Background: an optimization exercise with open tools, aiming at small area, a short achievable clock period and few clock cycles. Do not read the settings as production practice.
In this exercise RTL edits were held to simulation tests only and were not proved equivalent to the original.
No activity file was given, so power comes from the tool's default toggle rates.

==> flow/design.v (excerpt) <==
module voxel_ray_traversal_top #(
  parameter int MAX_STEPS        = 64,
  parameter int ORIGIN_FRAC_BITS = 8,
  parameter int DIR_FRAC_BITS    = 14
) (
  input  logic               clk_i,
  input  logic               rst_ni,
  input  logic               in_valid_i,
  output logic               in_ready_o,
  input  logic signed [23:0] origin_x_i,
  input  logic signed [23:0] origin_y_i,
  input  logic signed [23:0] origin_z_i,
  input  logic signed [15:0] dir_x_i,
  input  logic signed [15:0] dir_y_i,
  input  logic signed [15:0] dir_z_i,
  input  logic [6:0]         step_count_i,
  output logic               out_valid_o,
  input  logic               out_ready_i,
  output logic signed [15:0] voxel_x_o,
  output logic signed [15:0] voxel_y_o,
  output logic signed [15:0] voxel_z_o,
  output logic [1:0]         normal_axis_o,
  output logic               normal_negative_o,
  output logic [6:0]         step_index_o,
  output logic               last_o
);
For scale: ~3700 cells after synthesis, about 620 flip-flops, roughly 190 I/O pins, ~38000 µm² of cells after synthesis.
Settings: LEC_CHECK=0, CAP_MARGIN=20, CORE_MARGIN=2, CORE_UTILIZATION=55, CTS_BUF_LIST=sky130_fd_sc_hd__clkbuf_8, CTS_CLUSTER_DIAMETER=60, CTS_CLUSTER_SIZE=18, PLACE_DENSITY=0.7, SETUP_SLACK_MARGIN=4.65, SLEW_MARGIN=20; clock period 8.0 ns.
run.sh (not shown) runs the stock make flow with config.mk's settings and CLKGATE_MAP_FILE= SYNTH_SCRIPT=/design/flow/synth_recipe.tcl, a recipe that flattens the netlist after the stock synthesis.
The first run completed without violations.
Testbench counts at the start, summed over its fixed seeds: cycles 44,325.
Edit:
Settings changed: CORE_UTILIZATION 55 to 65, CTS_CLUSTER_DIAMETER 60 to 50, CTS_CLUSTER_SIZE 18 to 16, PLACE_DENSITY 0.7 to unset, SETUP_SLACK_MARGIN 4.65 to 4.6.
The new run passed the timing, design-rule and antenna checks.
Cell area is higher by 1.6%.
Sequential cell count does not change.
Sequential share of layout area is lower by 0.60 points.
Fmax barely changes.
Via count is higher by 5.9%.
Die area is lower by about 15%.
Synthesized cell count is unchanged.
Setup slack loses 0.0080 ns.
Total power is higher by about 5%.
Final cell count is lower by about 2%.
Global-route usage is higher by 6.8 points.
Edit:
Settings changed: CAP_MARGIN 20 to 10, CORE_UTILIZATION 65 to 55, CTS_CLUSTER_DIAMETER 50 to 60, CTS_CLUSTER_SIZE 16 to 18, SETUP_SLACK_MARGIN 4.6 to 4.65, SLEW_MARGIN 20 to 10.
Effect:
- final area came out lower slightly
- global-route usage fell by 5.1 points
- clock power shrinks by about a fifth
- sequential power hardly moves
- die area rises by about a fifth
Edit:
Settings changed: CAP_MARGIN 10 to 20, CORE_UTILIZATION 55 to 40, CTS_BUF_LIST sky130_fd_sc_hd__clkbuf_8 to sky130_fd_sc_hd__clkbuf_16, CTS_CLUSTER_SIZE 18 to 20, SETUP_SLACK_MARGIN 4.65 to 4.5, SLEW_MARGIN 10 to 20.
Effect: The changed run produced a clean layout. Power goes up by 4.4%. Area after synthesis stays the same. Global-route usage drops by 7.9 points. Wire length fell by 1.0%. Design area goes up by 2.1%. Register-to-register slack improved by 0.05 ns. Combinational power decreases by 3.7%. Utilization falls by 17 points. Clock-buffer cell count is higher by 5.

---

Setup of v58:
Starting RTL as in the previous note.
export LEC_CHECK = 0
export CAP_MARGIN = 20
export CORE_MARGIN = 2
export CORE_UTILIZATION = 55
export CTS_BUF_LIST = sky130_fd_sc_hd__clkbuf_8
export CTS_CLUSTER_DIAMETER = 60
export CTS_CLUSTER_SIZE = 18
export SETUP_SLACK_MARGIN = 4.65
export SLEW_MARGIN = 20
create_clock -name core_clock -period 8.0 [get_ports {clk_i}]
Testbench counts of v58, summed over its fixed seeds: cycles 44,325.
The following lists how v57 was set up differently from v58:
- SETUP_SLACK_MARGIN changed from 4.65 to 4.7
[summary]
Global-route usage across v57 and v58: no real change.
Changes observed in v57 relative to v58: power grew by about 1.3%, post-route core utilization now sits higher, slew at the pin closest to its max-slew limit neither gained nor lost much.
Changes observed in v57 relative to v58: critical path's largest stage delay shows a reduction of 70 ps; synthesis-to-layout area growth shows an increase of 2.3 points.
The inputs of v13 differ from those of v57 as listed below.
- changing CTS_CLUSTER_SIZE from 18 to 14
- changing CTS_CLUSTER_DIAMETER from 60 to 50
- changing CORE_UTILIZATION from 55 to 40
- changing SETUP_SLACK_MARGIN from 4.7 to 4.5
- When v13 is set beside v57, its worst path required time turns out to be 160 ps larger.
- Clock-buffer cell count of v13 exceeds that of v57 by more than half.
- Lower number of antenna violations at the first check in global routing among v13 and v57: v13
- On slew at the pin closest to its max-slew limit, the higher figure sits with v13, not v57.
- v13 vs. v57: relative area change from synthesis to final layout shrank by 1.4 points; total area of multi-input combinational cells now sits lower; H-tree depth reported by CTS saw an increase; hold slack has increased; area of the placeable core now sits higher.
- The portion of total power attributed to the clock network number comes out higher for v13 vs v57.

---

Setup of xenon:
voxel_ray_traversal_top again, from the RTL that the note above started with.
==> flow/config.mk <==
export PLATFORM = sky130hd
export DESIGN_NAME = voxel_ray_traversal_top
export DESIGN_NICKNAME = voxel_ray_traversal_top
export VERILOG_FILES = /design/flow/design.v
export SDC_FILE = /design/flow/constraint.sdc
export NUM_CORES = 4
export LEC_CHECK = 0
export CAP_MARGIN = 20
export CORE_MARGIN = 2
export CORE_UTILIZATION = 55
export CTS_BUF_LIST = sky130_fd_sc_hd__clkbuf_8
export CTS_CLUSTER_DIAMETER = 60
export CTS_CLUSTER_SIZE = 18
export SETUP_SLACK_MARGIN = 4.65
export SLEW_MARGIN = 20
export TNS_END_PERCENT = 30
==> flow/constraint.sdc <==
create_clock -name core_clock -period 8.0 [get_ports {clk_i}]
set_input_delay 1.6000 -clock core_clock [delete_from_list [all_inputs] [get_ports {clk_i}]]
set_output_delay 1.6000 -clock core_clock [all_outputs]
set_load 0.01 [all_outputs]
Both conditions hold for xenon: the flow ran to the end and the final layout passed the timing, design-rule and antenna checks.
Testbench counts of xenon, summed over its fixed seeds: cycles 44,325.
Changes in juniper relative to xenon:
- clearing TNS_END_PERCENT, which used to be 30
- swapping 18 for 14 in CTS_CLUSTER_SIZE
- swapping 60 for 50 in CTS_CLUSTER_DIAMETER
Notes after the runs:
- Share of the cycle needed by the critical path after routing came out lower on juniper than on xenon.
- On juniper: total routing resource utilization after global routing is 0.87 points higher than what xenon gave.
- Diff juniper..xenon | area taken by flip-flops and latches | negligible
- When juniper is measured against xenon, its path length in cells of the critical path turns out 1 lower.
- What xenon reported for number of setup buffers added after CTS has to be multiplied by 1.15 to get the figure for juniper.
- The met3 wire length reported for juniper is greater than that of xenon by 770 um.
- juniper packs its core tighter than xenon.

static timing again, ports no longer ideal:
How much do the figures lean on ideal ports? The routed layouts below were timed once more, with nothing changed but the port constraints.
Step 1: set_driving_cell puts a clkbuf_16 on clk_i and a buf_2 on each other input, an assumption about the parent block.
Step 2 also shifts input and output timing later by t, the mid clock arrival at the registers, as if the neighbouring blocks saw the same clock.
a / b / c = ideal ports / drivers / drivers and shift; a / b = the first two.
| run | t (ns) | setup WS [ns] | worst setup path at the end | latest minus earliest clock arrival (ns) | worst data-port slew with drivers (ns) |
|---|---|---|---|---|---|
| the first run of note 1 | 0.756 | 4.540 / 4.540 / 3.938 | input to register | 0.043 / 0.043 | 0.10 |
| the second run of note 1 | 0.743 | 4.532 / 4.532 / 3.924 | input to register | 0.048 / 0.048 | 0.10 |
| the third run of note 1 | 0.778 | 4.510 / 4.510 / 3.903 | input to register | 0.052 / 0.051 | 0.09 |
| the fourth run of note 1 | 0.741 | 4.524 / 4.528 / 3.824 | input to register | 0.036 / 0.036 | 0.09 |
| v58 | 0.779 | 4.650 / 4.659 / 3.899 | input to register | 0.045 / 0.046 | 0.09 |
| v57 | 0.780 | 4.603 / 4.603 / 3.941 | input to register | 0.049 / 0.049 | 0.11 |
| v13 | 0.783 | 4.561 / 4.501 / 3.822 | input to register | 0.063 / 0.063 | 0.09 |
| xenon | 0.758 | 4.473 / 4.493 / 3.739 | input to register | 0.031 / 0.031 | 0.06 |
| juniper | 0.766 | 4.629 / 4.625 / 3.885 | input to register | 0.044 / 0.044 | 0.09 |
After both steps setup and hold are still met in every run listed. The setup slack of v58, which loses most, moves by +0.009 ns with the drivers and by -0.751 ns with both steps.
